Source: an optimization exercise on an open RTL-to-GDS flow (aim: small area, a short achievable clock period and few clock cycles per item). Production flows keep margins and buffers that such runs may drop.
The RTL was checked by simulation tests, not by an equivalence proof against the original design.
No driver is modelled on the clock port, so clocking that relies on it looks cheaper here than on a real chip.
Power is estimated from default activity; no workload was simulated.

## factorial_core
module factorial_core #(
    parameter int unsigned MAX_N = 20
) (
    input  logic             clk,
    input  logic             reset_n,
    input  logic             fifo_empty,
    input  logic [31:0]      fifo_dout,
    output logic             fifo_rd_en,
    output logic [63:0]      result,
    output logic             result_valid,
    input  logic             result_ready,
    output logic             overflow,
    output logic             busy
);
    logic        r_rdok;     
    logic        r_rdhs;     
    logic        r_pend;     
    logic        r_v0;       
    logic        r_v1;       
    logic [4:0]  r_c0;       
    logic [4:0]  r_c1;       
    logic [4:0]  w_code;
    logic        w_hs;
    logic        w_rd;
    logic [63:0] w_fact;
    assign w_code = fifo_dout[4:0] | {5{|fifo_dout[31:5]}};
    assign w_hs = r_v0 && result_ready;
    assign w_rd = !fifo_empty && (r_rdok || (r_rdhs && result_ready));
    logic [20:0] w_dec;
    always_comb begin
  ...
Settings: LEC_CHECK=0, CAP_MARGIN=20, CORE_MARGIN=2, CORE_UTILIZATION=40, SLEW_MARGIN=20; clock period 10.0 ns.
standard.sh (not shown) runs the stock make flow with config.mk's settings and CLKGATE_MAP_FILE= SYNTH_SCRIPT=/design/flow/synth_recipe.tcl, a recipe that flattens the netlist after the stock synthesis.
==> flow/flow/run.sh <==
#!/bin/bash
# The standard ORFS layout, step by step, with the port buffers made of the
# smallest plain buffer (buffer_ports otherwise picks a delay cell) so repair
# can size them up where timing needs it. Each step's output goes to its own log.
set -euo pipefail
export BUFFER_PORTS_ARGS="-buffer_cell sky130_fd_sc_hd__buf_1"
for step in synth floorplan place cts route finish; do
  bash standard.sh "$step" > "log_$step.txt" 2>&1
done
Testbench counts at the start, summed over its fixed seeds: cycles 1,048, items 1,024.
Next try:
==> flow/run.sh (new file) <==
#!/bin/bash
# synth_recipe.tcl (not shown) runs the flow's synth.tcl, then flattens the netlist and writes it again
# the make line also repeats each setting of config.mk as NAME=value (left out here)
make -C /OpenROAD-flow-scripts/flow DESIGN_CONFIG=/design/flow/config.mk WORK_HOME=/design/flow/orfs CLKGATE_MAP_FILE= SYNTH_SCRIPT=/design/flow/synth_recipe.tcl finish
- SETUP_SLACK_MARGIN: unset -> 5
removed: flow/flow/run.sh
removed: flow/standard.sh
Combinational power came out higher by 48%.
Routed wire length goes up by 11%.
Cell area is higher by 34%.
Critical path depth stays the same.

* * *

factorial_core, a different RTL version from the one above (not shown whole).
Size in the first run: roughly 190 cells after synthesis, ~13 flip-flops, roughly 100 I/O pins.
Settings: LEC_CHECK=0, ABC_AREA=1, CAP_MARGIN=20, CORE_AREA=2 2 60 60, DIE_AREA=0 0 62 62, SLEW_MARGIN=20; clock period 10.0 ns.
==> flow/flow/run.sh <==
#!/bin/bash
set -euo pipefail
here=$(pwd)
{
  cat <<'EOT'
proc use_flow_abc_script {name1 name2 op} {
  upvar #0 abc_args a
  set i [lsearch -exact $a -script]
  if {$i >= 0 && [lindex $a [expr {$i + 1}]] ne $::env(FLOW_ABC_SCRIPT)} {
    lset a [expr {$i + 1}] $::env(FLOW_ABC_SCRIPT)
  }
}
trace add variable ::abc_args write use_flow_abc_script
# no half/full adder cells: they would only come from XORs in the table
set ::env(ADDER_MAP_FILE) ""
EOT
  cat synth_recipe.tcl
} > flow_synth.tcl
export FLOW_ABC_SCRIPT="$here/flow/area.abc"
sed "s#SYNTH_SCRIPT=[^ ]*#SYNTH_SCRIPT=$here/flow_synth.tcl#" standard.sh > flow_standard.sh
export BUFFER_PORTS_ARGS="-buffer_cell sky130_fd_sc_hd__buf_1"
export SETUP_SLACK_MARGIN=5.3
export SKIP_REPAIR_TIE_FANOUT=1
export PRE_CTS_TCL="$here/flow/upsize_rd.tcl"
for step in synth floorplan place cts route finish; do
  bash flow_standard.sh "$step" > "log_$step.txt" 2>&1
done
==> flow/flow/area.abc <==
strash; dch -f; map -a; mfs2; strash; dch -f; map -a; topo; stime -c; buffer -c; dnsize -c
==> flow/flow/upsize_rd.tcl <==
# Sourced before CTS: give the cells of fifo_rd_en's short path (the output
# buffer, the gates before it and the input buffers of fifo_empty and
# result_ready) the next drive strength. Flip-flops are left as they are.
proc rd_next_size {ref} {
  if {![regexp {^(sky130_fd_sc_hd__\w+)_(\d+)$} $ref -> base n]} { return "" }
  foreach m {2 4} {
    if {$m > $n && [llength [get_lib_cells -quiet */${base}_$m]] > 0} { return ${base}_$m }
  }
  return ""
}
proc rd_drivers {inst} {
  set out {}
  foreach pin [get_pins -of_objects $inst -filter "direction==input"] {
    set net [get_nets -quiet -of_objects $pin]
    if {$net eq ""} { continue }
    foreach drv [get_pins -quiet -of_objects $net -filter "direction==output"] {
      lappend out [get_cells -of_objects $drv]
    }
  }
  return $out
}
set level {}
foreach drv [get_pins -of_objects [get_nets fifo_rd_en] -filter "direction==output"] {
  lappend level [get_cells -of_objects $drv]
}
set seen {}
for {set depth 0} {$depth < 4 && [llength $level] > 0} {incr depth} {
  set next {}
  foreach inst $level {
    set name [get_full_name $inst]
    if {[lsearch -exact $seen $name] >= 0} { continue }
    lappend seen $name
    set ref [get_property $inst ref_name]
    if {[string match "*df*" $ref]} { continue }
    set new [rd_next_size $ref]
    if {$new ne ""} {
      puts "upsize_rd: $name $ref -> $new"
      replace_cell $inst [lindex [get_lib_cells */$new] 0]
    }
    lappend next {*}[rd_drivers $inst]
  }
  set level $next
}
estimate_parasitics -placement
repair_timing -setup -setup_margin 5.65 -sequence "sizeup,swap" -skip_buffering -skip_pin_swap
The baseline passed the timing, DRC and antenna checks.
Testbench counts at the start, summed over its fixed seeds: cycles 1,048, items 1,024.
Then changed:
--- a/flow/flow/run.sh
+++ b/flow/flow/run.sh
@@ -24 +23,0 @@
-export PRE_CTS_TCL="$here/flow/upsize_rd.tcl"
==> flow/flow/area.abc (replaced) <==
strash; dch -f; map -a; mfs2; strash; dch -f; map -a; mfs2; strash; dch -f; amap; topo; stime -c; buffer -c; dnsize -c
removed: flow/flow/upsize_rd.tcl
=>
- design area goes up by 1.1%
- final cell count goes down by 7.9%
- count of clock-buffer cells in the layout goes down by 1
- worst setup slack gets worse by 180 ps
- wire length goes up by 3.7%
- sequential power goes up by 8.3%
- sequential cell count stays the same
- area after synthesis goes down by 3.4%
Then changed:
==> flow/flow/run.sh (replaced) <==
#!/bin/bash
set -euo pipefail
export BUFFER_PORTS_ARGS="-buffer_cell sky130_fd_sc_hd__buf_1"
export SETUP_SLACK_MARGIN=5.45
export SKIP_REPAIR_TIE_FANOUT=1
for step in synth floorplan place cts route finish; do
  bash standard.sh "$step" > "log_$step.txt" 2>&1
done
- CORE_AREA: 2 2 60 60 -> default
- CORE_MARGIN: default -> 2
- CORE_UTILIZATION: default -> 62
- DIE_AREA: 0 0 62 62 -> default
removed: flow/flow/area.abc
After rerunning: Area after synthesis came out higher by 16%; routed wire length falls by 3.8%; register-to-register slack gets better by 210 ps; total power climbs by 1.8%; core utilization rose by 36 points; global-route usage climbs by 11 points; worst setup slack improved by 82 ps; die area drops by 36%; first-iteration DRC count came out lower by 44%; sequential cell count stays the same.
Then changed:
- CORE_UTILIZATION: 62 -> 40
What happened:
- The changed run completed with no timing, DRC or antenna violations
- clock-buffer cell count does not change
- wire length falls by a few percent
- setup slack gets better by 45 ps
- utilization falls by 28 points
- sequential share of layout area falls by 0.36 points
- combinational power falls by a few percent
- cell count rises by a few percent
- power falls slightly
- maximum frequency rises slightly
Then changed:
==> flow/flow/run.sh (replaced) <==
#!/bin/bash
set -euo pipefail
here=$(pwd)
{
  cat <<'EOT'
proc use_flow_abc_script {name1 name2 op} {
  upvar #0 abc_args a
  set i [lsearch -exact $a -script]
  if {$i >= 0 && [lindex $a [expr {$i + 1}]] ne $::env(FLOW_ABC_SCRIPT)} {
    lset a [expr {$i + 1}] $::env(FLOW_ABC_SCRIPT)
  }
}
trace add variable ::abc_args write use_flow_abc_script
# no half/full adder cells: they would only come from XORs in the table
set ::env(ADDER_MAP_FILE) ""
EOT
  cat synth_recipe.tcl
} > flow_synth.tcl
export FLOW_ABC_SCRIPT="$here/flow/area.abc"
sed "s#SYNTH_SCRIPT=[^ ]*#SYNTH_SCRIPT=$here/flow_synth.tcl#" standard.sh > flow_standard.sh
export BUFFER_PORTS_ARGS="-buffer_cell sky130_fd_sc_hd__buf_1"
export SETUP_SLACK_MARGIN=5.3
export SKIP_REPAIR_TIE_FANOUT=1
for step in synth floorplan place; do
  bash flow_standard.sh "$step" > "log_$step.txt" 2>&1
done
# after placement, aim the repair a little further: by then only the read
# enable's short path is left below the margin
export SETUP_SLACK_MARGIN=5.6
for step in cts route finish; do
  bash flow_standard.sh "$step" > "log_$step.txt" 2>&1
done
==> flow/flow/area.abc (new file) <==
strash; dch -f; map -a; mfs2; strash; dch -f; map -a; topo; stime -c; buffer -c; dnsize -c
- CORE_AREA: default -> 2 2 60 60
- CORE_MARGIN: 2 -> default
- CORE_UTILIZATION: 40 -> default
- DIE_AREA: default -> 0 0 62 62
Effect:
- The changed run finished with timing, DRC and antenna clean
- critical path depth stays the same
- synthesized area went down by 11%
- register-to-register slack gets worse by 1800 ps

## re-timing with driven ports
How much do the figures lean on ideal ports? The routed layouts below were timed once more, with nothing changed but the port constraints.
Step 1 sets driving cells, clkbuf_16 on the clock port and buf_2 on the other inputs (assumed; they add their load-dependent delay and slew).
Step 2 adds t to the input delays and takes it off the output delays; t is the mean of the earliest and latest rising clock arrival at the registers after step 1. Input paths then give back, and output paths get back, about the clock's delay inside the block.
a / b / c = ideal ports / drivers / drivers and shift; a / b = the first two.
run	t (ns)	setup WS [ns]	worst slew at a driven data input, ns	pins driven straight from the clock port
the first run of note 1	0.274	5.413 / 5.391 / 5.391	0.03	1
the second run of note 1	0.271	5.108 / 5.086 / 5.086	0.04	1
the first run of note 2	0.284	5.553 / 5.509 / 5.509	0.06	1
the second run of note 2	0.295	5.373 / 5.352 / 5.352	0.03	1
the third run of note 2	0.290	5.456 / 5.433 / 5.433	0.04	1
the fourth run of note 2	0.280	5.501 / 5.477 / 5.477	0.03	1
the fifth run of note 2	0.281	5.559 / 5.521 / 5.335	0.05	1
After both steps every run listed still meets setup and hold. For the fifth run of note 2, which loses most, drivers alone change the setup slack by -0.038 ns; drivers and shift together by -0.224 ns.
